From an optimization exercise on the open Yosys and OpenROAD flow, aimed at small area and a short achievable clock period; shortcuts taken in it are not production practice.
Only simulation tests tie the RTL to the original design; equivalence was not proved.
No run shown here takes its clock network from TritonCTS; it comes from the design's own scripts or RTL.
The flow treats the clock pin as an ideal source. Dropping or thinning the clock tree relies on that and would not hold on a real chip.
Power and IR drop assume default switching activity.

## design/flow/design.v

```verilog
module pio_ram_emu_responder (
  input  logic       clk,
  input  logic       rst_n,
  input  logic [1:0] rx_pins,
  output logic [1:0] tx_pins,
  output logic       busy,
  output logic       protocol_err
);
  logic        st_rd_q, st_wr_q;   
  logic [3:0]  cnt_q;              
  logic [7:0]  addr_q;             
  logic [3:0]  apos_q;             
  logic        wr_last_q;          
  logic [15:0] data_q;             
  logic [1:0]  tx_q;
  logic        busy_q, err_q;
  logic [15:0] ring [0:15][0:15];   
  logic [3:0]  t_q;                 
  logic        pv_q;                
  logic [15:0] pdn_q;               
  logic [3:0]  pa_q;                
  logic [3:0]  pring_q;             
  logic [3:0]  dpos_q;              
  logic        clq_q;               
  logic        cq_q;                
  logic        cport_q;             
  logic [31:0] wclr_q, wset_q;      
  logic [15:0] rsel_q;              
  logic [3:0]  psel_q;              
  logic [15:0] y_q [0:3];           
  logic        rh_q;                
  logic [1:0]  nu_q;                
  logic [1:0]  w_q;                 
  logic        c3_q;                
  logic        c46_q;               
  logic        hold_q;              
  logic        got_q;               
  logic        hitd_q;              
  wire in_frame = st_rd_q | st_wr_q;
  wire idle     = ~in_frame;
  logic [15:0] port_in [0:3];
  logic [15:0] port_val;
  always_comb begin
    for (int p = 0; p < 4; p++) begin
      port_in[p] = '0;
      for (int r = 0; r < 16; r++) port_in[p] = port_in[p] | ({16{rsel_q[r]}} & ring[r][4*p]);
    end
    port_val = '0;
    for (int p = 0; p < 4; p++) port_val = port_val | ({16{psel_q[p]}} & y_q[p]);
  end
  wire       hit3    = rh_q & (pa_q == {addr_q[1:0], rx_pins});
  wire       hitl    = rh_q & (pa_q == addr_q[3:0]);
  wire       al_late = (apos_q[1:0] == 2'd1);
  wire wr_end = wr_last_q;
  always_ff @(posedge clk) begin
    t_q <= t_q + 4'd1;
    for (int r = 0; r < 16; r++)
      for (int p = 0; p < 16; p++) begin
        if (p == 15 || p == 7)
          ring[r][p] <= ~(ring[r][p-1] | {16{wclr_q[2*r + (p == 7)]}});
        else if (p == 0 || p == 8)
          ring[r][p] <= ~((pdn_q & {16{wset_q[2*r + (p == 8)]}}) | ring[r][(p + 15) % 16]);
        else
          ring[r][p] <= ring[r][p-1];
      end
  end
  always_ff @(posedge clk) begin
    dpos_q  <= dpos_q + 4'd1;
    clq_q   <= pv_q & ~clq_q & ~cq_q & (dpos_q[2:0] == 3'd5);
    cq_q    <= clq_q;
    if (!clq_q) cport_q <= ~dpos_q[3] ^ (dpos_q[2:0] == 3'd7);
    if (cq_q) pv_q <= 1'b0;
    wset_q <= wclr_q;
    for (int i = 0; i < 32; i++)
      wclr_q[i] <= pv_q & ~clq_q & ~cq_q & (dpos_q[2:0] == 3'd5) & ({pring_q, ~dpos_q[3]} == 5'(i));
    if (wr_end && rst_n) begin
      pdn_q   <= ~{data_q[13:0], rx_pins};
      pa_q    <= addr_q[3:0];
      pring_q <= addr_q[7:4];
      pv_q    <= 1'b1;
      dpos_q  <= apos_q + 4'd1;
      clq_q   <= (apos_q[2:0] == 3'd5);
      cq_q    <= 1'b0;
      cport_q <= ~apos_q[3] ^ (apos_q[2:0] == 3'd7);
      for (int i = 0; i < 32; i++)
        wclr_q[i] <= (apos_q[2:0] == 3'd5) & ({addr_q[7:4], ~apos_q[3]} == 5'(i));
    end
  end
  always_ff @(posedge clk) begin
    if (in_frame && cnt_q <= 4'd3) addr_q <= {addr_q[5:0], rx_pins};
    if (cnt_q == 4'd3) apos_q <= {addr_q[1:0], rx_pins} + t_q + 4'd1;
    else               apos_q <= apos_q + 4'd1;
    if (c3_q) begin
      data_q <= port_val;
      got_q  <= (rx_pins == nu_q);
      hitd_q <= hit3;
    end else if (c46_q) begin
      if (got_q ? hitd_q : al_late) data_q <= (got_q | hitl) ? ~pdn_q : port_val;
    end else if (!hold_q) begin
      data_q <= {data_q[13:0], rx_pins};
    end
    for (int p = 0; p < 4; p++) y_q[p] <= port_in[p];
    rh_q <= rsel_q[pring_q];
    nu_q <= -t_q[1:0];
    w_q  <= t_q[3:2] + 2'd1;
    if (cnt_q == 4'd1) begin
      for (int r = 0; r < 16; r++) rsel_q[r] <= ({addr_q[1:0], rx_pins} == 4'(r));
    end
    begin
      logic [1:0] pn;
      pn = rx_pins + w_q;
      if (cnt_q == 4'd2)         for (int p = 0; p < 4; p++) psel_q[p] <= (pn == 2'(p));
      else if (t_q[1:0] == 2'd1) psel_q <= {psel_q[2:0], psel_q[3]};
    end
  end
  always_ff @(posedge clk) begin
    if (!rst_n) begin
      st_rd_q <= 1'b0;
      st_wr_q <= 1'b0;
      wr_last_q <= 1'b0;
      c3_q    <= 1'b0;
      c46_q   <= 1'b0;
      hold_q  <= 1'b0;
      cnt_q   <= '0;
      tx_q    <= 2'b00;
      busy_q  <= 1'b0;
      err_q   <= 1'b0;
    end else begin
      tx_q <= 2'b00;
      wr_last_q <= st_wr_q & (cnt_q == 4'd10);
      c3_q      <= st_rd_q & (cnt_q == 4'd2);
      c46_q     <= st_rd_q & (cnt_q >= 4'd3) & (cnt_q <= 4'd5);
      hold_q    <= st_rd_q ? (cnt_q <= 4'd5) : (idle & (rx_pins == 2'b01));
      if (idle) begin
        cnt_q   <= '0;
        st_rd_q <= (rx_pins == 2'b01);
        st_wr_q <= (rx_pins == 2'b10);
        busy_q  <= (rx_pins == 2'b01) | (rx_pins == 2'b10);
        if (rx_pins == 2'b11) err_q <= 1'b1;
      end else begin
        cnt_q <= cnt_q + 4'd1;
        if (wr_end) begin
          st_wr_q <= 1'b0;
          busy_q  <= 1'b0;
        end
        if (st_rd_q) begin
          if (cnt_q >= 4'd4 && rx_pins != 2'b00) err_q <= 1'b1;
          if (cnt_q == 4'd6) tx_q <= 2'b01;
          if (cnt_q >= 4'd7 && cnt_q <= 4'd14) tx_q <= data_q[15:14];
          if (cnt_q == 4'd15) begin
            st_rd_q <= 1'b0;
            busy_q  <= 1'b0;
          end
        end
      end
    end
  end
  assign tx_pins      = tx_q;
  assign busy         = busy_q;
  assign protocol_err = err_q;
endmodule
```

## design/flow/flow/run.sh

```bash
#!/bin/bash
# ORFS's standard layout, with its clock tree built by flow/mytree.tcl instead of TritonCTS.
set -euo pipefail
here=$(pwd)
export PRE_CTS_TCL="$here/flow/pre_cts.tcl"
bash standard.sh > "$here/standard_flow.log" 2>&1
```

## design/flow/flow/mytree.tcl

```tcl
# Clock tree built top-down by recursive bisection of the flip-flop locations.
# ct_levels lists, from the root down, {fanout cell} for each level above the leaves: the clock
# port drives the first level's buffers, each buffer drives `fanout` of the next level's, and the
# last level's buffers each drive a compact cluster of at most ct_leaf_max flip-flop clock pins
# (their number is rounded up so every cluster has near the same size). Every path from the port
# passes the same number of cells; with inverters the number of levels must be even.
set ct_leaf_max 20
set ct_levels   {{4 sky130_fd_sc_hd__inv_16} {4 sky130_fd_sc_hd__inv_16} {4 sky130_fd_sc_hd__inv_8}}
set ct_leaf_cell sky130_fd_sc_hd__inv_8

proc ct_split {pts m} {
  if {$m <= 1} { return [list $pts] }
  set xs [lsort -integer [lmap p $pts {lindex $p 0}]]
  set ys [lsort -integer [lmap p $pts {lindex $p 1}]]
  set k [expr {([lindex $xs end] - [lindex $xs 0]) >= ([lindex $ys end] - [lindex $ys 0]) ? 0 : 1}]
  set s [lsort -integer -index $k $pts]
  set m1 [expr {$m / 2}]
  set n1 [expr {int(round(double([llength $s]) * $m1 / $m))}]
  return [concat [ct_split [lrange $s 0 [expr {$n1 - 1}]] $m1] [ct_split [lrange $s $n1 end] [expr {$m - $m1}]]]
}
proc ct_centroid {pts} {
  set sx 0; set sy 0
  foreach p $pts { set sx [expr {$sx + [lindex $p 0]}]; set sy [expr {$sy + [lindex $p 1]}] }
  set n [llength $pts]
  return [list [expr {$sx / $n}] [expr {$sy / $n}]]
}
set ct_block [ord::get_db_block]
set ct_clk   [$ct_block findNet clk]
set ct_tmp   [odb::dbNet_create $ct_block "clknet_ct_tmp"]
set ct_n 0
# a cell at the centroid of pts driving their iterms; returns {x y input-iterm}
proc ct_buffer {cell pts} {
  global ct_block ct_n ct_tmp
  lassign [ct_centroid $pts] cx cy
  set b [odb::dbInst_create $ct_block [[ord::get_db] findMaster $cell] "clkbuf_ct_$ct_n"]
  $b setLocation $cx $cy
  $b setPlacementStatus PLACED
  set net [odb::dbNet_create $ct_block "clknet_ct_$ct_n"]
  $net setSigType CLOCK
  incr ct_n
  foreach p $pts { set it [lindex $p 2]; $it disconnect; $it connect $net }
  set out [$b findITerm X]
  if {$out eq "NULL" || $out eq ""} { set out [$b findITerm Y] }
  $out connect $net
  set in [$b findITerm A]
  $in connect $ct_tmp
  return [list $cx $cy $in]
}
# build the subtree for pts at level lv; returns the list of {x y input-iterm} it exposes
proc ct_build {pts lv ngroups_below} {
  global ct_levels ct_leaf_cell ct_leaf_max
  if {$lv == [llength $ct_levels]} {
    # pts are sinks: split into leaf clusters
    set out {}
    foreach g [ct_split $pts $ngroups_below] { lappend out [ct_buffer $ct_leaf_cell $g] }
    return $out
  }
  lassign [lindex $ct_levels $lv] fan cell
  set out {}
  foreach g [ct_split $pts $fan] {
    set below [ct_build $g [expr {$lv + 1}] [expr {$ngroups_below / $fan}]]
    if {$lv == 0} { set out [concat $out [list [ct_buffer $cell $below]]] } else { lappend out [ct_buffer $cell $below] }
  }
  return $out
}
set sinks {}
foreach it [$ct_clk getITerms] {
  set bb [[$it getInst] getBBox]
  lappend sinks [list [expr {([$bb xMin] + [$bb xMax]) / 2}] [expr {([$bb yMin] + [$bb yMax]) / 2}] $it]
}
set ngroup 1
foreach l $ct_levels { set ngroup [expr {$ngroup * [lindex $l 0]}] }
set nleaf [expr {([llength $sinks] + $ct_leaf_max - 1) / $ct_leaf_max}]
set nleaf [expr {(($nleaf + $ngroup - 1) / $ngroup) * $ngroup}]
puts "mytree: [llength $sinks] sinks, $ngroup groups, $nleaf leaves"
# ct_build at level 0 splits the sinks by the root fanout; each root's subtree gets nleaf/4 leaves
set roots [ct_build $sinks 0 $nleaf]
foreach p $roots { set it [lindex $p 2]; $it disconnect; $it connect $ct_clk }
odb::dbNet_destroy $ct_tmp
global_connect
set_propagated_clock [all_clocks]
puts "mytree: made $ct_n cells"
```

## design/flow/flow/pre_cts.tcl

```tcl
# Replace TritonCTS with the clock tree in mytree.tcl; the rest of ORFS's CTS step
# (legalisation, timing repair) runs unchanged.
set ::mytree_script [file join [file dirname [file normalize [info script]]] mytree.tcl]
rename clock_tree_synthesis __orfs_clock_tree_synthesis
proc clock_tree_synthesis {args} {
  puts "clock_tree_synthesis replaced by $::mytree_script"
  uplevel #0 [list source $::mytree_script]
}
```

## design/flow/standard.sh

```bash
#!/bin/bash
# synth_recipe.tcl (not shown) runs the flow's synth.tcl, then flattens the netlist and writes it again
# the make line also repeats each setting of config.mk as NAME=value (left out here)
make -C /OpenROAD-flow-scripts/flow DESIGN_CONFIG=/design/flow/config.mk WORK_HOME=/design/flow/orfs CLKGATE_MAP_FILE= SYNTH_SCRIPT=/design/flow/synth_recipe.tcl "${@:-finish}"
```

## design/flow/config.mk

```make
export PLATFORM = sky130hd
export DESIGN_NAME = pio_ram_emu_responder
export DESIGN_NICKNAME = pio_ram_emu_responder
export VERILOG_FILES = /design/flow/design.v
export SDC_FILE = /design/flow/constraint.sdc
export NUM_CORES = 4
export LEC_CHECK = 0
export CAP_MARGIN = 20
export CORE_MARGIN = 2
export CORE_UTILIZATION = 65
export SETUP_SLACK_MARGIN = 2.1
export SLEW_MARGIN = 20
```

## design/flow/constraint.sdc

```tcl
create_clock -name core_clock -period 4.0 [get_ports {clk}]
set_input_delay 0.8000 -clock core_clock [delete_from_list [all_inputs] [get_ports {clk}]]
set_output_delay 0.8000 -clock core_clock [all_outputs]
set_load 0.01 [all_outputs]
```

==> results of run 1 <==
[synthesized netlist by cell type, types with 6 or more instances]
cell type | n | share of area
a21oi_1 | 519 | 0.026
a221oi_1 | 277 | 0.024
a221oi_2 | 11 | 0.0016
a22o_1 | 274 | 0.024
and2_1 | 15 | 0.00094
buf_1 | 45 | 0.0017
clkbuf_1 | 272 | 0.010
dfxtp_1 | 4257 | 0.85
edfxtp_1 | 70 | 0.021
ha_1 | 18 | 0.0022
inv_1 | 28 | 0.0010
mux2i_1 | 6 | 0.00060
nand2_1 | 22 | 0.00082
nand2b_1 | 10 | 0.00062
nand3_1 | 8 | 0.00040
nand4_1 | 64 | 0.0040
nor2_1 | 544 | 0.020
nor2b_1 | 6 | 0.00037
o21ai_0 | 7 | 0.00035
o22ai_1 | 32 | 0.0020
or3_1 | 9 | 0.00056
xnor2_1 | 10 | 0.00087
xor2_1 | 12 | 0.0010
[layout make-up]
| type | instances | area (um2) |
|---|---|---|
| Sequential cell | 4327 | 87420 |
| Fill cell | 10532 | 45960 |
| Multi-Input combinational cell | 1888 | 11900 |
| Inverter | 369 | 4131 |
| Tap cell | 2044 | 2557 |
| Timing Repair Buffer | 168 | 1692 |
| Antenna cell | 10 | 25.02 |
[worst max-delay path: cells and delay by family, from the launching register on]
family          cells  cell delay, ps
compound gates      3             790
flops               1             530
buf+inv             2             350
[layout by cell type (no fill, tap or decap), drive strengths merged, types with 3 or more instances in the layout]
cell type	n
dfxtp	4257
nor2	544
a21oi	520
inv	369
a221oi	288
a22o	274
buf	160
edfxtp	70
nand4	64
o22ai	32
nand2	23
ha	18
and2	15
xor2	13
diode	10
nand2b	10
xnor2	10
nand3	9
or3	9
o21ai	7
mux2i	6
nor2b	6
mux4	5
dlygate4sd2	5
or2	5
and3	4
nor3b	4
nand3b	3
a21boi	3
[cells by family after synthesis]
family          share of synthesized area
buf+inv                           0.01394
fa+ha+maj                        0.002445
xor+xnor                         0.002083
flops                              0.8707
compound gates                    0.07890
mux                              0.001722
simple gates                      0.03020
[registers in the layout (all words and copies together), names as in the netlist, 8 cells and up]
name,cells
ring,4096
y_q,64
wclr_q,32
wset_q,32
data_q,16
pdn_q,16
rsel_q,16
addr_q,8
[how the worst max path moves through the flow]
stage | endpoint | slack (ps) | cells after the start
after floorplan | wclr_q[28] | 2140 | 6
after global placement | data_q[4] | 640 | 2
after detailed placement | wclr_q[28] | 1200 | 6
after CTS | data_q[4] | 2010 | 5
after global routing | data_q[4] | 2030 | 5
final | data_q[4] | 2040 | 5
[layer usage]
| metal | up-vias | GRT usage |
|---|---|---|
| li1 | 22367 | - |
| met1 | 25539 | 0.5092 |
| met2 | 2344 | 0.4897 |
| met3 | 514 | 0.05560 |
| met4 | 6 | 0.1152 |
| met5 | - | 0 |
[timing repair]
action / in CTS / in global routing
gates cloned: 0 / 4
hold endpoints to repair: 0 / 0
resized for setup: 46 / 23
endpoints found under the setup margin: 155 / 44
setup buffers: 30 / 6
pin swaps: 3 / 2
[stage by stage]
| step | hold slack (ps) | instance area, um2 |
|---|---|---|
| global route | 324.9 | 107700 |
| finish | 318.9 | 107700 |
| detailed placement | 312.1 | 103000 |
| global placement | 309.5 | 102800 |
| CTS | 322.8 | 107500 |
| floorplan | 309.6 | 100400 |
[power by group through the flow]
stage,Clock (W),Combinational (W),Sequential (W)
after floorplan,0,0.000352,0.0443
after global placement,0,0.000622,0.0444
after detailed placement,0,0.000641,0.0443
after CTS,0.0198,0.000692,0.0433
after global routing,0.0215,0.000761,0.0433
final,0.0196,0.000744,0.0433
==> results.yml, run 1 <==
hold_path:
  hp-class: "reg -> reg"
  hp-start: "ring[217][14]"
  holdPathStages: 0
  holdPathEnd: "ring[218][14]"
die:
  num_io_pins: 8
  start_util: 0.6526
  core_area_um2: 153700
  fp-row-count: 144
  fp.dieW_um: 396.8
  dieArea_um2: 157500
  dieHeight_um: 396.8
pwr:
  ir_drop_v: 0.0003586
  p_sw_frac: 0.2669
  pwr-share-comb: 0.012
  intPower_w: 0.04669
  power.total_w: 0.06369
  power_density_nw_per_um2: 591.2
  clkPwrFrac: 0.308
  pwr-share-seq: 0.680
  power.switching_w: 0.01700
  p_leak_nw: 43.05
place:
  port_buffers: 7
  dp.cells: 8416
  place_ws_ps: 1197
  hpwl_um: 157500
  gp_congestion: 0.8649
cts:
  path_clk_slew_ps: 80
  cts_hold_buf: 0
  clk_latency_ps: 380
setup_path:
  path_max_fanout: 5
  required_ps: 4100
  r2r_end: "data_q[4]"
  slowest_stage: "edfxtp_1"
  startpoint: "psel_q[1]"
  critPathCaptureType: "flip-flop"
  crit_arrival_ps: 2070
  rr_startpoint: "psel_q[1]"
  reg2reg_depth: 5
  r2r_slack_ps: 2040
  start_kind: "flip-flop"
  critical_path_class: "reg -> reg"
  max_stage_delay_ps: 530
  cp_cell_sequence: "buf_12 > buf_8 > a22o_1 > a221oi_4 > a221oi_2"
synth:
  yosys_warnings: 4
  synthArstFlopShare: 0
  syn_nets: 6595
  synth-main-ff-cell: "dfxtp_1"
  synth-seq-area-share: 0.8707
  ys_ff_latch: 4327
  synth.avg_cell_area_um2: 15.26
  synth_edf_count: 70
  syn_inst: 6572
  synth.cell_area_um2: 100300
  ys_types: 53
timing:
  worst_pin_slew_ps: 1282
  post-route-period-util: 0.4901
  fin_setup_tns_ps: 0
  rsz0062_at_grt: "yes"
  fin_skew_ps: 25.40
  fmaxAchievable_mhz: 510.1
  min_period_ps: 1960
  setup_viol: 0
  maxSlewViolCount: 0
  relSlewSlack: 0.1452
  hold_viol: 0
  fin_ws_ps: 2040
drt:
  routed_wl_um: 271800
  met3_length_um: 25120
  highest_layer: "met5"
  dr.pass1.iters: 5
  wl_per_cell_um: 30.87
  wl_met2_um: 115800
  num_vias: 50770
  ant_nets: 0
  vias_per_cell: 5.765
  met1_length_um: 120400
  remaining_drc_errors: 0
  drtIter0Drc: 5625
cells_and_area:
  final-instance-count-excl-fill: 8806
  nets: 6777
  syn2layout_area_growth_pct: 7.420
  final_layout_size_suffix_gt1_frac: 0.09449
  utilization: 0.7010
grt:
  grt_pass1_wl_um: 364600
  grt.total_usage: 0.3352
  antenna_found_initial: 32
  grt_overflow_total: 0
  grt_pass1_vias: 47699
  grt_max_degree: 66
run_status:
  status: "complete, no violations"
flow_run:
  maxCapViolCount: 0
==> inputs of run 2 (changes only) <==
--- a/design/flow/config.mk
+++ b/design/flow/config.mk
@@ -7,6 +7,6 @@
 export LEC_CHECK = 0
 export CAP_MARGIN = 20
 export CORE_MARGIN = 2
-export CORE_UTILIZATION = 65
+export CORE_UTILIZATION = 72
 export SETUP_SLACK_MARGIN = 2.1
 export SLEW_MARGIN = 20
==> run 2 against run 1 <==
Net effect:
- still clean on timing, DRC and antenna
- first-iteration DRC count is 9.3% higher
- clock skew barely moved
- sequential power is essentially flat
- setup slack better by 39 ps
- core utilization rose by 7.5 points
- wire length down 5.1%
- sequential share of layout area up 0.62 points
- power fell by 0.32%
- largest power group unchanged
- highest routed layer unchanged
==> results.yml, run 2 <==
synth:
  synth.avg_cell_area_um2: 15.26
  synthSimpleGateAreaFrac: 0.03020
  synth_mux_area_frac: 0.001722
  synth-main-ff-cell: "dfxtp_1"
  synth_top_family_by_area: "compound AO/OA/AOI/OAI gates"
  yosys.area.top_type: "dfxtp_1"
  ys_types: 53
  synthArstFlopShare: 0
  synth.cell_area_um2: 100300
  synthTopCellsByArea: "dfxtp_1 85%, a21oi_1 2.6%, a221oi_1 2.4%"
  synth-seq-area-share: 0.8707
  synth.most_common_cell: "dfxtp_1"
  synth-xor-area-share: 0.002083
  synth_top_area_frac: 0.8498
  syn_inst: 6572
  ys_ff_latch: 4327
  synth_compound_gate_area_share: 0.07890
  yosys_warnings: 4
  syn_nets: 6595
  synth_edf_count: 70
  synthAdderAreaFrac: 0.002445
  synthTopCellsByCount: "4257 x dfxtp_1, 544 x nor2_1, 519 x a21oi_1"
drt:
  vias_per_cell: 5.978
  routed_wl_um: 258000
  ant_nets: 0
  drtIter0Drc: 6149
  wl_per_cell_um: 30.25
  dr.pass1.iters: 6
  num_vias: 50979
  remaining_drc_errors: 0
grt:
  grt_overflow_total: 0
  grt_max_degree: 66
  grt.total_usage: 0.3586
  grt_pass1_vias: 47842
  antenna_found_initial: 27
  grt_pass1_wl_um: 352500
die:
  core_area_um2: 137800
  dieHeight_um: 377.2
  dieArea_um2: 142300
  start_util: 0.7276
  num_io_pins: 8
  fp-row-count: 136
  fp.dieW_um: 377.2
cts:
  clk_latency_ps: 380
  cts_hold_buf: 0
  path_clk_slew_ps: 90
setup_path:
  cp.depth: 5
  max_stage_delay_ps: 500
  crit_arrival_ps: 2150
  path_buf_inv: 2
  cp_cell_sequence: "buf_6 > buf_4 > a22o_1 > a221oi_1 > nand4_1"
  slowest_stage: "edfxtp_1"
  reg2reg_depth: 5
  start_kind: "flip-flop"
  path_max_fanout: 29
  critical_path_class: "reg -> reg"
  required_ps: 4230
  critPathCaptureType: "flip-flop"
  cp_top_family: "buffers and inverters"
cells_and_area:
  nets: 6752
  layout_commonest_cell: "dfxtp_1"
  utilization: 0.7756
  finalInstanceArea_um2: 106900
  final_cell_mix: "4193 x dfxtp_1, 544 x nor2_1, 519 x a21oi_1"
  reg_top3: "ring x4096, y_q x64"
  final_layout_size_suffix_gt1_frac: 0.09038
  final-instance-count-excl-fill: 8528
  fill_cells: 8215
  largest_reg_flops: 4096
  syn2layout_area_growth_pct: 6.596
  regMostFlops: "ring"
timing:
  hold_viol: 0
  maxSlewViolCount: 0
  fmaxAchievable_mhz: 520.6
  relSlewSlack: 0.1529
  min_period_ps: 1921
  setup_viol: 0
  rsz0062_at_grt: "yes"
  worst_pin_slew_ps: 1271
  fin_setup_tns_ps: 0
  post-route-period-util: 0.4802
  fin_skew_ps: 25.60
hold_path:
  holdPathStages: 0
  hp-class: "reg -> reg"
place:
  gp_congestion: 0.8684
  dp.cells: 8162
  placed_area_um2: 102500
  port_buffers: 7
  hpwl_um: 150000
pwr:
  power.total_w: 0.06349
  p_leak_nw: 42.83
  ir_drop_v: 0.0003654
  power_density_nw_per_um2: 593.9
run_status:
  status: "complete, no violations"
flow_run:
  maxCapViolCount: 0
## run 2: cell counts after synthesis
Identical to the previous run, type by type.
## run 2: stage by stage
step | setup slack (ps) | hold slack [ps]
2_1_floorplan | 2136 | 309.6
3_3_place_gp | 1165 | 309.5
3_5_place_dp | 1184 | 312.1
4_1_cts | 2054 | 317.9
5_1_grt | 2063 | 324.2
6_report | 2079 | 317.4
## run 2: cell type report
cell class	count	area (um2)	share of cell area
multi-input cells	1888	11820	0.1106
inverters	369	4129	0.03862
repair buffers	142	1274	0.01191
well taps	1794	2245	0.02100
flip-flops and latches	4327	87410	0.8177
repair inverters	1	8.758	0.00008193
diodes	7	17.52	0.0001639
## run 2: worst register-to-register path, cell delays in order, from the launching register on
cell and delay (ps):
edfxtp_1 500, buf_6 290, buf_4 310, a22o_1 250, a221oi_1 260, nand4_1 160
## run 2: path summary, 6_finish.rpt
check         startpoint  slack [ps]          end
max reg2reg    rsel_q[7]        2080    y_q[2][6]
min reg2reg  ring[67][1]         320  ring[68][1]
max            rsel_q[7]        2080    y_q[2][6]
min          ring[67][1]         320  ring[68][1]
## run 2: metal layers
metal | track usage | part of all wire | wire, um | vias to the layer above
li1 | - | - | - | 22319
met5 | 0 | 0.000093 | 24 | -
met3 | 0.05705 | 0.099 | 25510 | 591
met2 | 0.5357 | 0.43 | 112000 | 2667
met1 | 0.5292 | 0.42 | 108100 | 25398
met4 | 0.1455 | 0.048 | 12390 | 4
## run 2: logic make-up after synthesis
group | Yosys count
adders and majority gates | 19
DFF | 4327
xor gates and xnor gates | 23
and+or+nand+nor | 705
muxes | 11
AOI/OAI and AO/OA | 1130
buffers and inverters | 357
## run 2: where the power goes
group	internal [W]	leakage [nW]	switching, W
clock network	0.00323	2.13	0.0162
logic	0.000193	4.90	0.000488
registers	0.0432	35.8	0.0000948
## run 2: timing repair
action / in CTS / in global routing
buffers inserted: 18 / 0
endpoints found under the setup margin: 156 / 66
gates resized for setup: 34 / 19
hold endpoints to repair: 0 / 0
pin swaps: 2 / 0
cloned: 1 / 0
==> inputs of run 3 (changes only) <==
--- a/design/flow/config.mk
+++ b/design/flow/config.mk
@@ -8,5 +8,6 @@
 export CAP_MARGIN = 20
 export CORE_MARGIN = 2
 export CORE_UTILIZATION = 72
+export PLACE_DENSITY = 0.85
 export SETUP_SLACK_MARGIN = 2.1
 export SLEW_MARGIN = 20
==> run 3 against run 2 <==
Net effect:
- register-to-register slack worse by 240 ps
- highest routed layer unchanged
- core utilization about the same
- fmax down 11%
- synthesized area unchanged
- combinational power up 7.6%
- wire length up 9.9%
- power up 1.0%
- worst hold slack worse by 7.3 ps
- critical path depth down 1
- global-route usage up 2.1 points
- flip-flop and latch count unchanged
==> results.yml, run 3 <==
cells_and_area:
  finalInstanceArea_um2: 106900
  reg_top3: "ring x4096, y_q x64"
  layout_commonest_cell: "dfxtp_1"
  regMostFlops: "ring"
  largest_reg_flops: 4096
  final_layout_size_suffix_gt1_frac: 0.08824
  final_cell_mix: "4197 x dfxtp_1, 543 x nor2_1, 519 x a21oi_1"
  nets: 6734
  final-instance-count-excl-fill: 8521
  syn2layout_area_growth_pct: 6.566
  utilization: 0.7754
timing:
  post-route-period-util: 0.5403
  relSlewSlack: 0.07724
  fin_setup_tns_ps: 0
  fin_skew_ps: 31.74
  maxSlewViolCount: 0
  rsz0062_at_grt: "no"
  min_period_ps: 2161
  hold_viol: 0
  setup_viol: 0
  fmaxAchievable_mhz: 462.7
  worst_pin_slew_ps: 1384
cts:
  clk_latency_ps: 400
  path_clk_slew_ps: 80
die:
  fp.dieW_um: 377.2
  dieArea_um2: 142300
  num_io_pins: 8
  start_util: 0.7276
  core_area_um2: 137800
  dieHeight_um: 377.2
  fp-row-count: 136
drt:
  ant_nets: 0
  routed_wl_um: 283600
  remaining_drc_errors: 0
  wl_per_cell_um: 33.28
  num_vias: 54098
  drtIter0Drc: 6963
  vias_per_cell: 6.349
  dr.pass1.iters: 9
flow_run:
  maxCapViolCount: 0
synth:
  synthTopCellsByArea: "dfxtp_1 85%, a21oi_1 2.6%, a221oi_1 2.4%"
  yosys.area.top_type: "dfxtp_1"
  synth_edf_count: 70
  synthArstFlopShare: 0
  synth.cell_area_um2: 100300
  syn_inst: 6572
  yosys_warnings: 4
  synth-seq-area-share: 0.8707
  ys_types: 53
  synthTopCellsByCount: "4257 x dfxtp_1, 544 x nor2_1, 519 x a21oi_1"
  synth-main-ff-cell: "dfxtp_1"
  synth.most_common_cell: "dfxtp_1"
  synth.avg_cell_area_um2: 15.26
  ys_ff_latch: 4327
  syn_nets: 6595
  synth_top_area_frac: 0.8498
pwr:
  ir_drop_v: 0.0004750
  p_leak_nw: 42.76
  power.total_w: 0.06413
  power_density_nw_per_um2: 600.0
run_status:
  status: "complete, no violations"
setup_path:
  path_max_fanout: 10
  crit_arrival_ps: 2250
  critical_path_class: "reg -> reg"
  critPathCaptureType: "flip-flop"
  start_kind: "flip-flop"
  required_ps: 4090
place:
  hpwl_um: 155400
  dp.cells: 8139
  placed_area_um2: 102400
  gp_congestion: 0.8860
  port_buffers: 7
grt:
  grt_pass1_wl_um: 377400
  grt_pass1_vias: 53363
  grt.total_usage: 0.3800
  grt_max_degree: 66
  grt_overflow_total: 0
  antenna_found_initial: 19
hold_path:
  hp-class: "reg -> reg"
-- run 3: cell counts after synthesis --
Identical to the previous run, type by type.
-- run 3: timing repair --
item / in CTS / in global routing
gates cloned: 0 / 1
setup endpoints to repair: 162 / 45
hold buffers: 0 / 0
pin swaps: 1 / 0
resized for setup: 29 / 30
setup buffers: 23 / 0
-- run 3: worst max-delay path, cell delays in order (launching register included) --
cell and delay, ps:
edfxtp_1 630, buf_4 310, buf_4 160, a221oi_1 580
a221oi_2 170
-- run 3: cells by family (layout without fill, tap and decap cells) --
family                     count (synthesis)  count (layout)  synth area share
adders and majority gates                 19              19          0.002445
buffers and inverters                    357             494           0.01394
xor gates and xnor gates                  23              23          0.002083
other                                      0              18                 0
muxes                                     11              11          0.001722
AOI/OAI and AO/OA                       1130            1130           0.07890
and+or+nand+nor                          705             705           0.03020
DFF                                     4327            4327            0.8707
-- run 3: cell type report --
class                      count  area (um2)
multi-input combinational   1888       11840
tap                         1794        2245
inverter                     369        4129
fill                        6895       30960
timing repair buffer         125        1200
sequential                  4327       87420
antenna                       18       45.04
-- run 3: worst paths after layout --
path	cells after the start	from	slack [ps]	endpoint
max	4	psel_q[3]	1840	data_q[13]
min	0	ring[21][2]	310	ring[22][2]
max reg2reg	4	psel_q[3]	1840	data_q[13]
min reg2reg	0	ring[21][2]	310	ring[22][2]
-- run 3: report_power, final --
part	internal [W]	switching, W
Sequential	0.0432	0.0000920
Clock	0.00324	0.0168
Combinational	0.000208	0.000525
-- run 3: layer usage --
| metal | vias to the layer above | wire (um) | GRT usage |
|---|---|---|---|
| li1 | 22245 | - | - |
| met1 | 26348 | 99260 | 0.4894 |
| met2 | 4142 | 121900 | 0.5622 |
| met3 | 1345 | 36140 | 0.09706 |
| met4 | 18 | 26080 | 0.2761 |
| met5 | - | 161 | 0 |
-- run 3: metrics by stage --
step / setup WS, ps / hold slack (ps)
after floorplan: 2136 / 309.6
after global placement: 992.0 / 309.5
after detailed placement: 1052 / 312.1
after CTS: 2108 / 318.8
after global routing: 1982 / 313.0
final: 1839 / 310.1
==> inputs of run 4 (changes only) <==
--- a/design/flow/config.mk
+++ b/design/flow/config.mk
@@ -8,6 +8,5 @@
 export CAP_MARGIN = 20
 export CORE_MARGIN = 2
 export CORE_UTILIZATION = 72
-export PLACE_DENSITY = 0.85
-export SETUP_SLACK_MARGIN = 2.1
+export SETUP_SLACK_MARGIN = 2.4
 export SLEW_MARGIN = 20
==> run 4 against run 3 <==
Net effect:
- register-to-register slack better by 330 ps
- sequential share of layout area is 2.9 points lower
- cell count is 1.5% higher
- global-route usage decreased by 0.86 points
- power decreased by 0.17%
- critical path type unchanged
- wire length shrank 2.0%
- combinational power up 45%
- synthesized cell count unchanged
- critical endpoint is now rh_q
- final area grew 3.7%
==> results.yml, run 4 <==
setup_path:
  required_ps: 4280
  path_buf_inv: 1
  crit_path_frequent_cell: "mux4_2"
  path_max_fanout: 6
  critPathCaptureType: "flip-flop"
  start_kind: "flip-flop"
  max_stage_delay_ps: 500
  cp_top_family: "multiplexers"
  cp_cell_sequence: "clkbuf_16 > mux4_2 > mux4_2"
  slowest_stage: "edfxtp_1"
  critical_path_class: "reg -> reg"
  crit_arrival_ps: 2110
synth:
  yosys.area.top_type: "dfxtp_1"
  synth_top_area_frac: 0.8498
  synthTopCellsByArea: "dfxtp_1 85%, a21oi_1 2.6%, a221oi_1 2.4%"
  synthTopCellsByCount: "4257 x dfxtp_1, 544 x nor2_1, 519 x a21oi_1"
  ys_types: 53
  synth.most_common_cell: "dfxtp_1"
  synth_edf_count: 70
  syn_nets: 6595
  ys_ff_latch: 4327
  synth.cell_area_um2: 100300
  synth-main-ff-cell: "dfxtp_1"
  yosys_warnings: 4
  syn_inst: 6572
  synth-seq-area-share: 0.8707
  synth.avg_cell_area_um2: 15.26
  synthArstFlopShare: 0
timing:
  min_period_ps: 1836
  worst_pin_slew_ps: 1254
  rsz0062_at_grt: "yes"
  setup_viol: 0
  fin_skew_ps: 40.42
  maxSlewViolCount: 0
  fin_ws_ps: 2164
  fin_setup_tns_ps: 0
  post-route-period-util: 0.4589
  relSlewSlack: 0.1643
  fmaxAchievable_mhz: 544.8
  hold_ws_ps: 316.1
  hold_viol: 0
drt:
  dr.pass1.iters: 7
  vias_per_cell: 6.043
  ant_nets: 0
  routed_wl_um: 278000
  num_vias: 52284
  drtIter0Drc: 6317
  remaining_drc_errors: 0
  wl_per_cell_um: 32.13
die:
  start_util: 0.7276
  fp-row-count: 136
  dieHeight_um: 377.2
  core_area_um2: 137800
  dieArea_um2: 142300
  num_io_pins: 8
  fp.dieW_um: 377.2
hold_path:
  hp-class: "reg -> reg"
grt:
  antenna_found_initial: 25
  grt_pass1_vias: 48927
  grt.total_usage: 0.3714
  use_met3: 0.06506
  grt_pass1_wl_um: 364800
  use_met1: 0.5441
  use_met2: 0.5500
  busiest_layer: "met2"
  grt_max_degree: 66
  grt_overflow_total: 0
cells_and_area:
  nets: 6875
  utilization: 0.8041
  fill_cells: 7665
  syn2layout_area_growth_pct: 10.52
  regMostFlops: "ring"
  final_cell_mix: "4183 x dfxtp_1, 543 x nor2_1, 519 x a21oi_1"
  layout_commonest_cell: "dfxtp_1"
  largest_reg_flops: 4096
  reg_top3: "ring x4096, y_q x64"
  final_layout_size_suffix_gt1_frac: 0.1409
flow_run:
  maxCapViolCount: 0
run_status:
  status: "complete, no violations"
pwr:
  p_leak_nw: 44.39
  power.total_w: 0.06402
  power_density_nw_per_um2: 577.6
  ir_drop_v: 0.0004602
place:
  place_ws_ps: 1218
  port_buffers: 7
  hpwl_um: 153400
  gp_congestion: 0.8760
cts:
  clk_latency_ps: 390
  path_clk_slew_ps: 90
  cts_hold_buf: 0
run 4: cell counts after synthesis:
Identical to the previous run, type by type.
run 4: cell type report:
cell class	instances	area [um2]	area share
diodes	8	20.02	0.0001806
multi-input cells	1888	13530	0.1220
flip-flops and latches	4327	87440	0.7889
repair buffers	265	3453	0.03116
repair inverters	1	8.758	0.00007902
well taps	1794	2245	0.02025
inverters	369	4148	0.03742
run 4: worst reg2reg max path, cell delays in order, from the launching register on:
cell and delay (ps):
edfxtp_1 500, clkbuf_16 240, mux4_2 480, mux4_2 490
run 4: metal layers:
metal,part of all wire,vias to the layer above
met1,0.42,26074
met2,0.43,2862
met4,0.054,6
met5,0.00015,-
li1,-,22651
met3,0.10,691
run 4: per-stage QoR:
stage | area [um2] | instances
floorplan | 100500 | 6572
finish | 110800 | 8652
CTS | 109300 | 8585
detailed placement | 102600 | 8162
global route | 110800 | 8645
global placement | 102600 | 8158
run 4: repair_timing:
item / in CTS / in global routing
resized for setup: 322 / 149
setup endpoints to repair: 260 / 161
gates cloned: 16 / 16
pin swaps: 36 / 61
buffers inserted: 67 / 43
run 4: cells by family after synthesis:
logic type      synth area share
simple gates             0.03020
xor+xnor                0.002083
buf+inv                  0.01394
flops                     0.8707
fa+ha+maj               0.002445
mux                     0.001722
compound gates           0.07890
run 4: report_power, final:
part	internal, W	total (W)	switching (W)
clock	0.00324	0.0196	0.0164
combinational	0.000390	0.00106	0.000673
sequential	0.0432	0.0433	0.0000893
run 4: worst paths after layout:
kind	startpoint	to	slack, ps	cells past startpoint
max	rsel_q[15]	rh_q	2160	3
min	ring[125][1]	ring[126][1]	320	0
max reg2reg	rsel_q[15]	rh_q	2160	3
min reg2reg	ring[125][1]	ring[126][1]	320	0
==> inputs of run 5 (changes only) <==
--- a/design/flow/design.v
+++ b/design/flow/design.v
@@ -103,14 +103,22 @@
     rh_q <= rsel_q[pring_q];
     nu_q <= -t_q[1:0];
     w_q  <= t_q[3:2] + 2'd1;
-    if (cnt_q == 4'd1) begin
-      for (int r = 0; r < 16; r++) rsel_q[r] <= ({addr_q[1:0], rx_pins} == 4'(r));
+    begin
+      logic [3:0] ra;
+      case (cnt_q)
+        4'd1:    ra = {addr_q[1:0], rx_pins};
+        4'd2:    ra = addr_q[3:0];
+        4'd3:    ra = addr_q[5:2];
+        default: ra = addr_q[7:4];
+      endcase
+      for (int r = 0; r < 16; r++) rsel_q[r] <= (ra == 4'(r));
     end
     begin
       logic [1:0] pn;
-      pn = rx_pins + w_q;
-      if (cnt_q == 4'd2)         for (int p = 0; p < 4; p++) psel_q[p] <= (pn == 2'(p));
-      else if (t_q[1:0] == 2'd1) psel_q <= {psel_q[2:0], psel_q[3]};
+      logic [3:0] x;
+      x = (cnt_q == 4'd3) ? ({addr_q[1:0], rx_pins} + t_q) : apos_q;
+      pn = (cnt_q == 4'd2) ? (rx_pins + w_q) : x[3:2];
+      for (int p = 0; p < 4; p++) psel_q[p] <= (pn == 2'(p));
     end
   end
   always_ff @(posedge clk) begin
==> run 5 against run 4 <==
Net effect:
- sequential share of layout area is 0.23 points higher
- cell count is 0.28% higher
- die area hardly changed
- global-route usage is 2.0 points higher
- clock power hardly changed
- critical path depth is 6 higher
- highest routed layer unchanged
==> results.yml, run 5 <==
setup_path:
  critPathCaptureType: "flip-flop"
  r2r_end: "data_q[9]"
  reg2reg_depth: 4
  critical_path_class: "in -> reg"
  path_max_fanout: 5
  r2r_slack_ps: 2200
  start_kind: "input pin"
  rr_startpoint: "psel_q[1]"
  required_ps: 4270
  crit_arrival_ps: 2080
synth:
  syn_nets: 6616
  synth.most_common_cell: "dfxtp_1"
  synth-main-ff-cell: "dfxtp_1"
  ys_ff_latch: 4327
  syn_inst: 6593
  ys_types: 59
  synth-seq-area-share: 0.8696
  yosys.area.top_type: "dfxtp_1"
  synth_edf_count: 50
  synthTopCellsByArea: "dfxtp_1 85%, a21oi_1 2.6%, a221oi_1 2.4%"
  synthTopCellsByCount: "4277 x dfxtp_1, 552 x nor2_1, 526 x a21oi_1"
  yosys_warnings: 4
  synth.cell_area_um2: 100200
  synth_top_area_frac: 0.8546
  synth.avg_cell_area_um2: 15.20
  synthArstFlopShare: 0
die:
  dieHeight_um: 377.0
  core_area_um2: 137800
  start_util: 0.7269
  num_io_pins: 8
  dieArea_um2: 142200
  fp.dieW_um: 377.0
  fp-row-count: 136
timing:
  maxSlewViolCount: 0
  fmaxAchievable_mhz: 553.7
  rsz0062_at_grt: "yes"
  min_period_ps: 1806
  post-route-period-util: 0.4515
  fin_ws_ps: 2194
  relSlewSlack: 0.1422
  setup_viol: 0
  fin_skew_ps: 49.42
  worst_pin_slew_ps: 1287
  fin_setup_tns_ps: 0
  hold_viol: 0
pwr:
  pwr-share-seq: 0.663
  p_leak_nw: 44.16
  ir_drop_v: 0.0004309
  clkPwrFrac: 0.299
  intPower_w: 0.04745
  power.switching_w: 0.01837
  power.total_w: 0.06582
  power_density_nw_per_um2: 596.2
  p_sw_frac: 0.2791
  pwr-share-comb: 0.038
cells_and_area:
  regMostFlops: "ring"
  reg_top3: "ring x4096, y_q x64"
  fill_cells: 7666
  final-instance-count-excl-fill: 8676
  layout_commonest_cell: "dfxtp_1"
  largest_reg_flops: 4096
  final_cell_mix: "4183 x dfxtp_1, 541 x nor2_1, 520 x a21oi_1"
  seq_area_um2: 87340
  syn2layout_area_growth_pct: 10.18
  final_layout_size_suffix_gt1_frac: 0.1398
  nets: 6901
  multi_input_area_um2: 13390
flow_run:
  maxCapViolCount: 0
drt:
  vias_per_cell: 6.104
  ant_nets: 0
  dr.pass1.iters: 9
  drtIter0Drc: 6740
  num_vias: 52958
  remaining_drc_errors: 0
  wl_per_cell_um: 33.52
  routed_wl_um: 290800
place:
  place_ws_ps: 1056
  hpwl_um: 149200
  dp.cells: 8157
  port_buffers: 7
  gp_congestion: 0.8547
grt:
  grt_max_degree: 34
  grt_pass1_vias: 49374
  grt_overflow_total: 0
  antenna_found_initial: 21
  grt.total_usage: 0.3914
  grt_pass1_wl_um: 378500
hold_path:
  holdPathEnd: "ring[252][7]"
  holdPathStages: 0
  hp-class: "reg -> reg"
  hp-start: "ring[251][7]"
run_status:
  status: "complete, no violations"
cts:
  path_clk_slew_ps: 90
  clk_latency_ps: 410
run 5: area by class of cell:
class                           count  share of cell area
Multi-Input combinational cell   1903              0.1213
Sequential cell                  4327              0.7911
Tap cell                         1794             0.02033
Antenna cell                        6           0.0001360
Timing Repair Buffer              272             0.02922
Timing Repair inverter              1           0.0001020
Inverter                          373             0.03773
run 5: metrics by stage:
stage | cell area (um2) | utilization | hold WS, ps
2_1_floorplan | 100400 | - | 309.6
3_3_place_gp | 102200 | 0.7417 | 309.6
4_1_cts | 108600 | 0.7879 | 320.9
3_5_place_dp | 102200 | 0.7417 | 312.1
5_1_grt | 110400 | 0.8008 | 325.1
6_report | 110400 | 0.8009 | 318.3
run 5: worst max-delay path by stage:
| stage | depth (start not counted) | to | startpoint | slack (ps) |
|---|---|---|---|---|
| final | 9 | psel_q[1] | rx_pins[0] | 2190 |
| after global routing | 8 | rsel_q[2] | cnt_q[0] | 2120 |
| after CTS | 8 | apos_q[3] | rx_pins[0] | 2220 |
| after detailed placement | 9 | apos_q[2] | rx_pins[0] | 1060 |
| after global placement | 9 | apos_q[2] | rx_pins[0] | 960 |
| after floorplan | 7 | apos_q[2] | rx_pins[1] | 1930 |
run 5: power groups by stage:
stage,clock [W],sequential (W),combinational (W)
global route,0.0214,0.0436,0.00250
global placement,0,0.0449,0.00115
detailed placement,0,0.0449,0.00116
finish,0.0197,0.0436,0.00248
floorplan,0,0.0443,0.000945
CTS,0.0196,0.0437,0.00194
run 5: kinds of logic (layout without fill, tap and decap cells):
group	count (synthesis)	in the layout	synth area share
flops	4327	4327	0.8696
compound gates	1155	1155	0.08058
simple gates	697	698	0.02931
buf+inv	364	646	0.01427
xor+xnor	21	21	0.002048
fa+ha+maj	19	19	0.002448
mux	10	10	0.001748
other cells	0	6	0
run 5: what timing repair did:
action,in CTS,in global routing
pin swaps,35,31
gates resized for setup,227,176
cloned,2,11
hold buffers,0,0
endpoints found under the setup margin,284,173
buffers inserted,111,49
run 5: per-layer routing:
layer	vias up	part of all wire	global-route usage
li1	22729	-	-
met1	26242	0.39	0.5445
met2	3097	0.43	0.5799
met3	886	0.11	0.07384
met4	4	0.076	0.2282
met5	-	0.000072	0.001715
run 5: worst max-delay path, cell delays in order:
cell,delay [ps]
buf_12,90
ha_4,120
inv_2,40
fa_2,370
xor2_4,200
buf_4,140
inv_2,30
a21oi_2,190
o21ai_0,110
==> inputs of run 6 (changes only) <==
--- a/design/flow/config.mk
+++ b/design/flow/config.mk
@@ -8,5 +8,5 @@
 export CAP_MARGIN = 20
 export CORE_MARGIN = 2
 export CORE_UTILIZATION = 72
-export SETUP_SLACK_MARGIN = 2.4
+export SETUP_SLACK_MARGIN = 2.3
 export SLEW_MARGIN = 20
==> run 6 against run 5 <==
Net effect:
- still clean
- core utilization decreased by 1.8 points
- clock skew decreased by 9.7 ps
- cell count down 0.88%
- synthesized cell count unchanged
- via count decreased by 1.7%
- critical path depth fell by 4
- die area is the same
- sequential power about the same
- sequential share of layout area increased by 1.7 points
- flip-flop and latch count unchanged
- setup slack lost 51 ps
- global-route usage is 0.81 points lower
- critical endpoint is now data_q[1]
- largest power group unchanged
- highest routed layer unchanged
==> results.yml, run 6 <==
setup_path:
  path_buf_inv: 1
  crit_arrival_ps: 2020
  start_kind: "flip-flop"
  required_ps: 4160
  critical_path_class: "reg -> reg"
  critPathCaptureType: "flip-flop"
  cp_top_family: "flip-flops"
  cp_cell_sequence: "xor2_2 > nor3_2 > a221oi_4 > buf_4 > a222oi_1"
  path_max_fanout: 4
  max_stage_delay_ps: 550
  slowest_stage: "edfxtp_1"
timing:
  fin_setup_tns_ps: 0
  hold_viol: 0
  relSlewSlack: 0.1291
  rsz0062_at_grt: "yes"
  worst_pin_slew_ps: 1306
  fin_ws_ps: 2143
  setup_viol: 0
  hold_ws_ps: 314.7
  min_period_ps: 1857
  post-route-period-util: 0.4642
  fmaxAchievable_mhz: 538.6
  fin_skew_ps: 39.69
  maxSlewViolCount: 0
grt:
  busiest_layer: "met2"
  use_met2: 0.5665
  antenna_found_initial: 32
  grt_overflow_total: 0
  grt_max_degree: 37
  grt_pass1_vias: 48718
  grt_pass1_wl_um: 372100
  use_met3: 0.07261
  use_met1: 0.5489
  grt.total_usage: 0.3834
pwr:
  power_density_nw_per_um2: 603.0
  ir_drop_v: 0.0004101
  p_leak_nw: 43.19
  power.total_w: 0.06510
drt:
  routed_wl_um: 276700
  remaining_drc_errors: 0
  dr.pass1.iters: 6
  wl_per_cell_um: 32.17
  vias_per_cell: 6.052
  ant_nets: 0
  num_vias: 52047
  drtIter0Drc: 6693
synth:
  synthTopCellsByArea: "dfxtp_1 85%, a21oi_1 2.6%, a221oi_1 2.4%"
  syn_inst: 6593
  synth_top_area_frac: 0.8546
  ys_ff_latch: 4327
  synth-main-ff-cell: "dfxtp_1"
  yosys.area.top_type: "dfxtp_1"
  yosys_warnings: 4
  synth_edf_count: 50
  synth.most_common_cell: "dfxtp_1"
  synth-seq-area-share: 0.8696
  syn_nets: 6616
  synthTopCellsByCount: "4277 x dfxtp_1, 552 x nor2_1, 526 x a21oi_1"
  ys_types: 59
  synthArstFlopShare: 0
  synth.avg_cell_area_um2: 15.20
  synth.cell_area_um2: 100200
cells_and_area:
  nets: 6816
  syn2layout_area_growth_pct: 7.769
  fill_cells: 8032
  regMostFlops: "ring"
  final_cell_mix: "4186 x dfxtp_1, 543 x nor2_1, 523 x a21oi_1"
  largest_reg_flops: 4096
  final_layout_size_suffix_gt1_frac: 0.1057
  layout_commonest_cell: "dfxtp_1"
  reg_top3: "ring x4096, y_q x64"
flow_run:
  maxCapViolCount: 0
cts:
  cts_hold_buf: 0
  path_clk_slew_ps: 90
  clk_latency_ps: 400
die:
  dieArea_um2: 142200
  core_area_um2: 137800
  fp.dieW_um: 377.0
  dieHeight_um: 377.0
  start_util: 0.7269
  fp-row-count: 136
  num_io_pins: 8
place:
  port_buffers: 7
  place_ws_ps: 944.3
  hpwl_um: 149900
  gp_congestion: 0.8667
hold_path:
  hp-class: "reg -> reg"
run_status:
  status: "complete, no violations"
run 6: kinds of logic after synthesis:
kind of cell / share of synthesized area
AO/OA/AOI/OAI: 0.08058
XOR/XNOR: 0.002048
adder cells (fa/ha/maj): 0.002448
buffers and inverters: 0.01427
flip-flops: 0.8696
multiplexers: 0.001748
AND/OR/NAND/NOR: 0.02931
run 6: area by class of cell:
type,instances,area [um2],area share
Tap cell,1794,2245,0.02079
Timing Repair Buffer,189,2097,0.01942
Sequential cell,4327,87300,0.8086
Multi-Input combinational cell,1902,12140,0.1124
Antenna cell,15,37.54,0.0003476
Inverter,373,4150,0.03844
run 6: timing repair:
action                                  in CTS  in global routing
buffers inserted                            59                 28
cloned                                       3                  0
pin swaps                                   15                 15
endpoints found under the setup margin     210                115
resized for setup                          112                 53
run 6: worst reg2reg max path: stages, from the launching register on:
cell and delay (ps):
edfxtp_1 550, xor2_2 220, nor3_2 200, a221oi_4 110, buf_4 190, a222oi_1 350
run 6: stage by stage:
step             util  cells  instance area (um2)
2_1_floorplan       -   6593               100300
3_3_place_gp   0.7412   8154               102200
3_5_place_dp   0.7413   8155               102200
4_1_cts        0.7796   8557               107500
5_1_grt        0.7831   8585               107900
6_report       0.7834   8600               108000
run 6: worst paths after layout:
path,slack [ps],to,start,depth (start not counted)
worst max-delay path,2140,data_q[1],addr_q[0],5
worst min-delay path,310,ring[190][10],ring[189][10],0
worst max register to register,2140,data_q[1],addr_q[0],5
worst min register to register,310,ring[190][10],ring[189][10],0
run 6: power breakdown:
part,switching [W],internal (W),leakage [nW]
Sequential,0.000327,0.0433,35.8
Combinational,0.00125,0.000721,5.27
Clock,0.0163,0.00323,2.13
run 6: per-layer routing:
| layer | share of wire | routed length [um] | vias to the layer above |
|---|---|---|---|
| met4 | 0.060 | 16540 | 2 |
| met5 | 0.000047 | 13 | - |
| met1 | 0.40 | 110500 | 25814 |
| met2 | 0.43 | 118900 | 3016 |
| met3 | 0.11 | 30760 | 702 |
| li1 | - | - | 22513 |
==> inputs of run 7 (changes only) <==
--- a/design/flow/flow/mytree.tcl
+++ b/design/flow/flow/mytree.tcl
@@ -5,7 +5,7 @@
 # (their number is rounded up so every cluster has near the same size). Every path from the port
 # passes the same number of cells; with inverters the number of levels must be even.
 set ct_leaf_max 20
-set ct_levels   {{4 sky130_fd_sc_hd__inv_16} {4 sky130_fd_sc_hd__inv_16} {4 sky130_fd_sc_hd__inv_8}}
+set ct_levels   {{4 sky130_fd_sc_hd__inv_16} {4 sky130_fd_sc_hd__inv_16} {3 sky130_fd_sc_hd__inv_8}}
 set ct_leaf_cell sky130_fd_sc_hd__inv_8
 
 proc ct_split {pts m} {
==> run 7 against run 6 <==
Net effect:
- die area unchanged
- power down 1.3%
- fmax up 0.31%
- core utilization down 0.069 points
- synthesized area unchanged
- clock skew down 4.5 ps
- first-iteration DRC count down 7.7%
- clock power down 5%
- sequential share of layout area up 0.074 points
- highest routed layer unchanged
- still clean
- global-route usage about the same
- combinational power about the same
- critical path depth up 3
- critical path type is now in -> reg
==> results.yml, run 7 <==
run_status:
  status: "complete, no violations"
setup_path:
  critPathCaptureType: "flip-flop"
  cp_cell_sequence: "buf_12 > ha_4 > inv_2 > fa_2 > xor2_4 > nor3b_2 > xnor3_1 > o21ai_1"
  max_stage_delay_ps: 370
  path_max_fanout: 3
  critical_path_class: "in -> reg"
  slowest_stage: "fa_2"
  reg2reg_depth: 6
  r2r_slack_ps: 2150
  required_ps: 4330
  rr_startpoint: "addr_q[0]"
  crit_arrival_ps: 2180
  start_kind: "input pin"
  r2r_end: "rsel_q[13]"
synth:
  synth.avg_cell_area_um2: 15.20
  synth.most_common_cell: "dfxtp_1"
  syn_inst: 6593
  synthTopCellsByCount: "4277 x dfxtp_1, 552 x nor2_1, 526 x a21oi_1"
  synth.cell_area_um2: 100200
  synthTopCellsByArea: "dfxtp_1 85%, a21oi_1 2.6%, a221oi_1 2.4%"
  synth_top_area_frac: 0.8546
  synth-seq-area-share: 0.8696
  synth-main-ff-cell: "dfxtp_1"
  yosys.area.top_type: "dfxtp_1"
  synthArstFlopShare: 0
  yosys_warnings: 4
  ys_ff_latch: 4327
  ys_types: 59
  synth_edf_count: 50
  syn_nets: 6616
drt:
  remaining_drc_errors: 0
  drtIter0Drc: 6175
  dr.pass1.iters: 7
  vias_per_cell: 6.072
  wl_per_cell_um: 32.37
  routed_wl_um: 277800
  num_vias: 52104
  ant_nets: 0
cts:
  clk_latency_ps: 390
  path_clk_slew_ps: 100
  cts_hold_buf: 0
grt:
  grt_max_degree: 37
  antenna_found_initial: 29
  grt_pass1_wl_um: 372200
  grt.total_usage: 0.3832
  grt_pass1_vias: 48504
  grt_overflow_total: 0
die:
  fp-row-count: 136
  core_area_um2: 137800
  start_util: 0.7269
  dieArea_um2: 142200
  dieHeight_um: 377.0
  num_io_pins: 8
  fp.dieW_um: 377.0
cells_and_area:
  layout_commonest_cell: "dfxtp_1"
  final_layout_size_suffix_gt1_frac: 0.1064
  largest_reg_flops: 4096
  fill_cells: 8024
  final_cell_mix: "4184 x dfxtp_1, 545 x nor2_1, 523 x a21oi_1"
  syn2layout_area_growth_pct: 7.674
  multi_input_area_um2: 12310
  finalInstanceArea_um2: 107900
  final-instance-count-excl-fill: 8581
  nets: 6794
  regMostFlops: "ring"
  seq_area_um2: 87310
  reg_top3: "ring x4096, y_q x64"
pwr:
  power.switching_w: 0.01738
  pwr-share-comb: 0.031
  pwr-share-seq: 0.678
  intPower_w: 0.04689
  clkPwrFrac: 0.291
  ir_drop_v: 0.0005885
  p_leak_nw: 43.10
  p_sw_frac: 0.2704
  power_density_nw_per_um2: 595.7
timing:
  fmaxAchievable_mhz: 540.3
  post-route-period-util: 0.4627
  rsz0062_at_grt: "yes"
  setup_viol: 0
  min_period_ps: 1851
  relSlewSlack: 0.1121
  hold_viol: 0
  maxSlewViolCount: 0
  fin_ws_ps: 2149
  fin_skew_ps: 35.17
  fin_setup_tns_ps: 0
  worst_pin_slew_ps: 1332
place:
  placed_area_um2: 102200
  place_ws_ps: 944.3
  port_buffers: 7
  hpwl_um: 149900
  dp.cells: 8155
  gp_congestion: 0.8667
hold_path:
  hp-start: "ring[75][10]"
  holdPathStages: 0
  hp-class: "reg -> reg"
  holdPathEnd: "ring[76][10]"
flow_run:
  maxCapViolCount: 0
-- run 7: cell types whose count changed in the layout (fill, tap and decap cells not counted), moves of 3 or more --
cell,delta
nand2_2,+3
a221oi_2,+12
o22ai_1,-7
buf_4,+11
a221oi_1,-12
inv_8,-31
nor2_2,-3
nand2_1,-3
o22ai_2,+6
diode_2,+3
-- run 7: worst max-delay path, delay by kind of cell --
kind	cells	cell delay, ps
XOR/XNOR	2	420
buffers and inverters	2	120
AO/OA/AOI/OAI	1	120
AND/OR/NAND/NOR	1	210
adder cells (fa/ha/maj)	2	500
-- run 7: repair_timing --
action / 4_1_cts / 5_1_grt
hold endpoints to repair: 0 / 0
resized for setup: 126 / 68
setup endpoints to repair: 210 / 132
buffers inserted: 62 / 34
pin swaps: 19 / 15
cloned: 3 / 1
-- run 7: worst max-delay path by stage --
stage / startpoint / to / slack, ps / depth (start not counted)
after floorplan: rx_pins[1] / apos_q[2] / 1930 / 7
after global placement: rx_pins[1] / apos_q[2] / 980 / 8
after detailed placement: rx_pins[0] / apos_q[3] / 940 / 8
after CTS: rx_pins[0] / apos_q[3] / 2130 / 8
after global routing: addr_q[0] / rsel_q[13] / 2100 / 6
final: rx_pins[0] / apos_q[3] / 2150 / 8
-- run 7: power by group through the flow --
stage / clock (W) / sequential (W) / combinational (W)
6_report: 0.0187 / 0.0436 / 0.00198
5_1_grt: 0.0204 / 0.0436 / 0.00201
3_5_place_dp: 0 / 0.0447 / 0.00126
4_1_cts: 0.0188 / 0.0436 / 0.00180
2_1_floorplan: 0 / 0.0443 / 0.000941
3_3_place_gp: 0 / 0.0447 / 0.00125
-- run 7: final cells by class --
cell class / instances / share of cell area
timing repair buffer: 198 / 0.01996
multi-input combinational: 1902 / 0.1142
inverter: 341 / 0.03526
sequential: 4327 / 0.8093
timing repair inverter: 1 / 0.0001044
antenna: 18 / 0.0004175
tap: 1794 / 0.02081
-- run 7: cell families after synthesis --
| group | Yosys count | share of synthesized area |
|---|---|---|
| buffers and inverters | 364 | 0.01427 |
| AOI/OAI and AO/OA | 1155 | 0.08058 |
| DFF | 4327 | 0.8696 |
| adders and majority gates | 19 | 0.002448 |
| and+or+nand+nor | 697 | 0.02931 |
| xor gates and xnor gates | 21 | 0.002048 |
| muxes | 10 | 0.001748 |
-- run 7: stage by stage --
stage / hold WS (ps) / util / total power, W
after floorplan: 309.6 / - / 0.04522
after global placement: 309.5 / 0.7412 / 0.04597
after detailed placement: 312.1 / 0.7413 / 0.04599
after CTS: 324.6 / 0.7778 / 0.06414
after global routing: 325.9 / 0.7823 / 0.06595
final: 319.2 / 0.7827 / 0.06427
-- run 7: per-layer routing --
layer / wire length, um / GRT usage / vias to the layer above
met3: 28960 / 0.07074 / 695
met5: 23 / 0 / -
met2: 119700 / 0.5631 / 2973
met1: 112900 / 0.5515 / 25974
met4: 16190 / 0.1922 / 4
li1: - / - / 22458
==> inputs of run 8 (changes only) <==
--- a/design/flow/config.mk
+++ b/design/flow/config.mk
@@ -8,5 +8,5 @@
 export CAP_MARGIN = 20
 export CORE_MARGIN = 2
 export CORE_UTILIZATION = 72
-export SETUP_SLACK_MARGIN = 2.3
+export SETUP_SLACK_MARGIN = 2.4
 export SLEW_MARGIN = 20
==> run 8 against run 7 <==
Net effect:
- still clean
- setup slack worse by 20 ps
- first-iteration DRC count up 1.7%
- cell count up 0.59%
- register-to-register slack worse by 20 ps
- sequential power about the same
- clock skew up 15 ps
- power up 1.0%
- global-route usage up 1.0 points
- flip-flop and latch count unchanged
- synthesized cell count unchanged
- critical path type is now reg -> reg
- critical endpoint is now rsel_q[7]
- largest cell class unchanged
==> results.yml, run 8 <==
cells_and_area:
  largest_reg_flops: 4096
  final_layout_size_suffix_gt1_frac: 0.1348
  reg_top3: "ring x4096, y_q x64"
  seq_area_um2: 87340
  syn2layout_area_growth_pct: 9.715
  layout_commonest_cell: "dfxtp_1"
  utilization: 0.7975
  final_cell_mix: "4183 x dfxtp_1, 539 x nor2_1, 520 x a21oi_1"
  fill_cells: 7727
  nets: 6856
  final-instance-count-excl-fill: 8632
  multi_input_area_um2: 13430
  regMostFlops: "ring"
synth:
  synth.avg_cell_area_um2: 15.20
  synthTopCellsByCount: "4277 x dfxtp_1, 552 x nor2_1, 526 x a21oi_1"
  synth_top_area_frac: 0.8546
  synthArstFlopShare: 0
  ys_types: 59
  synth-seq-area-share: 0.8696
  syn_nets: 6616
  syn_inst: 6593
  synth-main-ff-cell: "dfxtp_1"
  ys_ff_latch: 4327
  synth_edf_count: 50
  yosys.area.top_type: "dfxtp_1"
  synthTopCellsByArea: "dfxtp_1 85%, a21oi_1 2.6%, a221oi_1 2.4%"
  synth.cell_area_um2: 100200
  synth.most_common_cell: "dfxtp_1"
  yosys_warnings: 4
timing:
  hold_viol: 0
  worst_pin_slew_ps: 1254
  fin_skew_ps: 50.18
  rsz0062_at_grt: "yes"
  fmaxAchievable_mhz: 534.4
  post-route-period-util: 0.4678
  relSlewSlack: 0.1641
  setup_viol: 0
  maxSlewViolCount: 0
  min_period_ps: 1871
  fin_setup_tns_ps: 0
setup_path:
  start_kind: "flip-flop"
  r2r_end: "rsel_q[7]"
  required_ps: 4270
  r2r_slack_ps: 2130
  reg2reg_depth: 7
  crit_arrival_ps: 2150
  rr_startpoint: "cnt_q[0]"
  critPathCaptureType: "flip-flop"
  critical_path_class: "reg -> reg"
  path_max_fanout: 7
place:
  gp_congestion: 0.8547
  port_buffers: 7
  dp.cells: 8157
  hpwl_um: 149200
grt:
  grt_pass1_vias: 49252
  grt.total_usage: 0.3934
  grt_max_degree: 34
  antenna_found_initial: 22
  grt_overflow_total: 0
  grt_pass1_wl_um: 380100
pwr:
  ir_drop_v: 0.0004924
  pwr-share-seq: 0.673
  power_density_nw_per_um2: 590.5
  p_leak_nw: 43.89
  power.switching_w: 0.01781
  power.total_w: 0.06491
  p_sw_frac: 0.2744
  intPower_w: 0.04710
  clkPwrFrac: 0.291
  pwr-share-comb: 0.036
hold_path:
  holdPathEnd: "ring[219][10]"
  holdPathStages: 0
  hp-class: "reg -> reg"
  hp-start: "ring[218][10]"
drt:
  routed_wl_um: 288400
  drtIter0Drc: 6282
  vias_per_cell: 6.105
  num_vias: 52696
  remaining_drc_errors: 0
  dr.pass1.iters: 6
  wl_per_cell_um: 33.41
  ant_nets: 0
die:
  fp-row-count: 136
  num_io_pins: 8
  start_util: 0.7269
  dieHeight_um: 377.0
  core_area_um2: 137800
  dieArea_um2: 142200
  fp.dieW_um: 377.0
cts:
  cts_hold_buf: 0
  clk_latency_ps: 400
  path_clk_slew_ps: 100
run_status:
  status: "complete, no violations"
flow_run:
  maxCapViolCount: 0
run 8: final cells by class:
cell class                      instances  share of cell area
Timing Repair Buffer                  259             0.02810
Antenna cell                            7           0.0001594
Sequential cell                      4327              0.7945
Timing Repair inverter                  1          0.00007968
Inverter                              341             0.03452
Multi-Input combinational cell       1903              0.1222
Tap cell                             1794             0.02042
run 8: logic make-up (layout without fill, tap and decap cells):
group                    Yosys count  count (layout)  share of synthesized area
multiplexers                      10              10                   0.001748
XOR/XNOR                          21              21                   0.002048
AND/OR/NAND/NOR                  697             698                    0.02931
buffers and inverters            364             601                    0.01427
flip-flops                      4327            4327                     0.8696
other                              0               7                          0
adder cells (fa/ha/maj)           19              19                   0.002448
AO/OA/AOI/OAI                   1155            1155                    0.08058
run 8: how the worst max path moves through the flow:
stage                     startpoint         to  cells after the start
after detailed placement  rx_pins[0]  apos_q[2]                      9
after global placement    rx_pins[0]  apos_q[2]                      9
after CTS                 rx_pins[0]  apos_q[3]                      8
after global routing        cnt_q[0]  rsel_q[4]                      7
after floorplan           rx_pins[1]  apos_q[2]                      7
final                       cnt_q[0]  rsel_q[7]                      7
run 8: per-stage QoR:
stage	worst slack, ps	hold WS [ps]	area, um2
3_3_place_gp	956.6	309.6	102200
3_5_place_dp	1056	312.1	102200
5_1_grt	2098	327.3	109900
6_report	2129	312.9	109900
4_1_cts	2221	323.1	108500
2_1_floorplan	1935	309.6	100400
run 8: repair_timing:
item,CTS,global route
setup buffers,122,29
gates cloned,5,4
setup endpoints to repair,285,170
pin swaps,34,49
gates resized for setup,236,169
run 8: worst max-delay path, stage by stage (launching register included):
cell	delay (ps)
dfxtp_4	390
buf_12	130
ha_4	180
a222oi_1	400
buf_4	230
nor2_4	50
a32oi_4	280
nor2_1	90
run 8: power groups by stage:
stage	registers (W)	clock network, W	logic (W)
finish	0.0437	0.0189	0.00237
global route	0.0437	0.0205	0.00239
CTS	0.0436	0.0188	0.00203
detailed placement	0.0449	0	0.00116
global placement	0.0449	0	0.00115
floorplan	0.0443	0	0.000945
run 8: metal layers:
| metal | vias to the layer above | share of wire | GRT usage |
|---|---|---|---|
| li1 | 22606 | - | - |
| met1 | 26245 | 0.40 | 0.5464 |
| met2 | 2982 | 0.43 | 0.5823 |
| met3 | 855 | 0.10 | 0.07558 |
| met4 | 8 | 0.074 | 0.2303 |
| met5 | - | 0.00019 | 0 |

## port drivers added, routing unchanged
The results above use ideal ports. As a check the final layouts listed here were re-extracted and re-timed, cells and wires unchanged.
Step 1, drivers: a clkbuf_16 drives clk and a buf_2 each remaining input, both assumed.
Step 2 moves the port delays by t, midway between the first and last clock arrival at a register: inputs arrive t later, outputs are due t later. That takes back most of the time a late clock gives input paths.
Slacks: no drivers / after step 1 / after step 2; pairs: no drivers / after step 1.
run	t, ns	setup slack, ns	worst setup path after step 2	worst data-port slew with drivers (ns)
run 1	0.656	2.040 / 1.897 / 1.729	input to register	0.03
run 2	0.642	2.079 / 1.893 / 1.780	input to register	0.03
run 3	0.675	1.839 / 1.838 / 1.768	input to register	0.03
run 4	0.661	2.164 / 2.048 / 1.871	input to register	0.07
run 5	0.660	2.194 / 2.077 / 1.749	input to register	0.06
run 6	0.653	2.143 / 2.040 / 1.728	input to register	0.07
run 7	0.651	2.149 / 2.030 / 1.717	input to register	0.06
run 8	0.652	2.129 / 2.064 / 1.744	input to register	0.06
After both steps setup and hold are still met in every run listed. The setup slack of run 5, which loses most, moves by -0.117 ns with the drivers and by -0.445 ns with both steps.
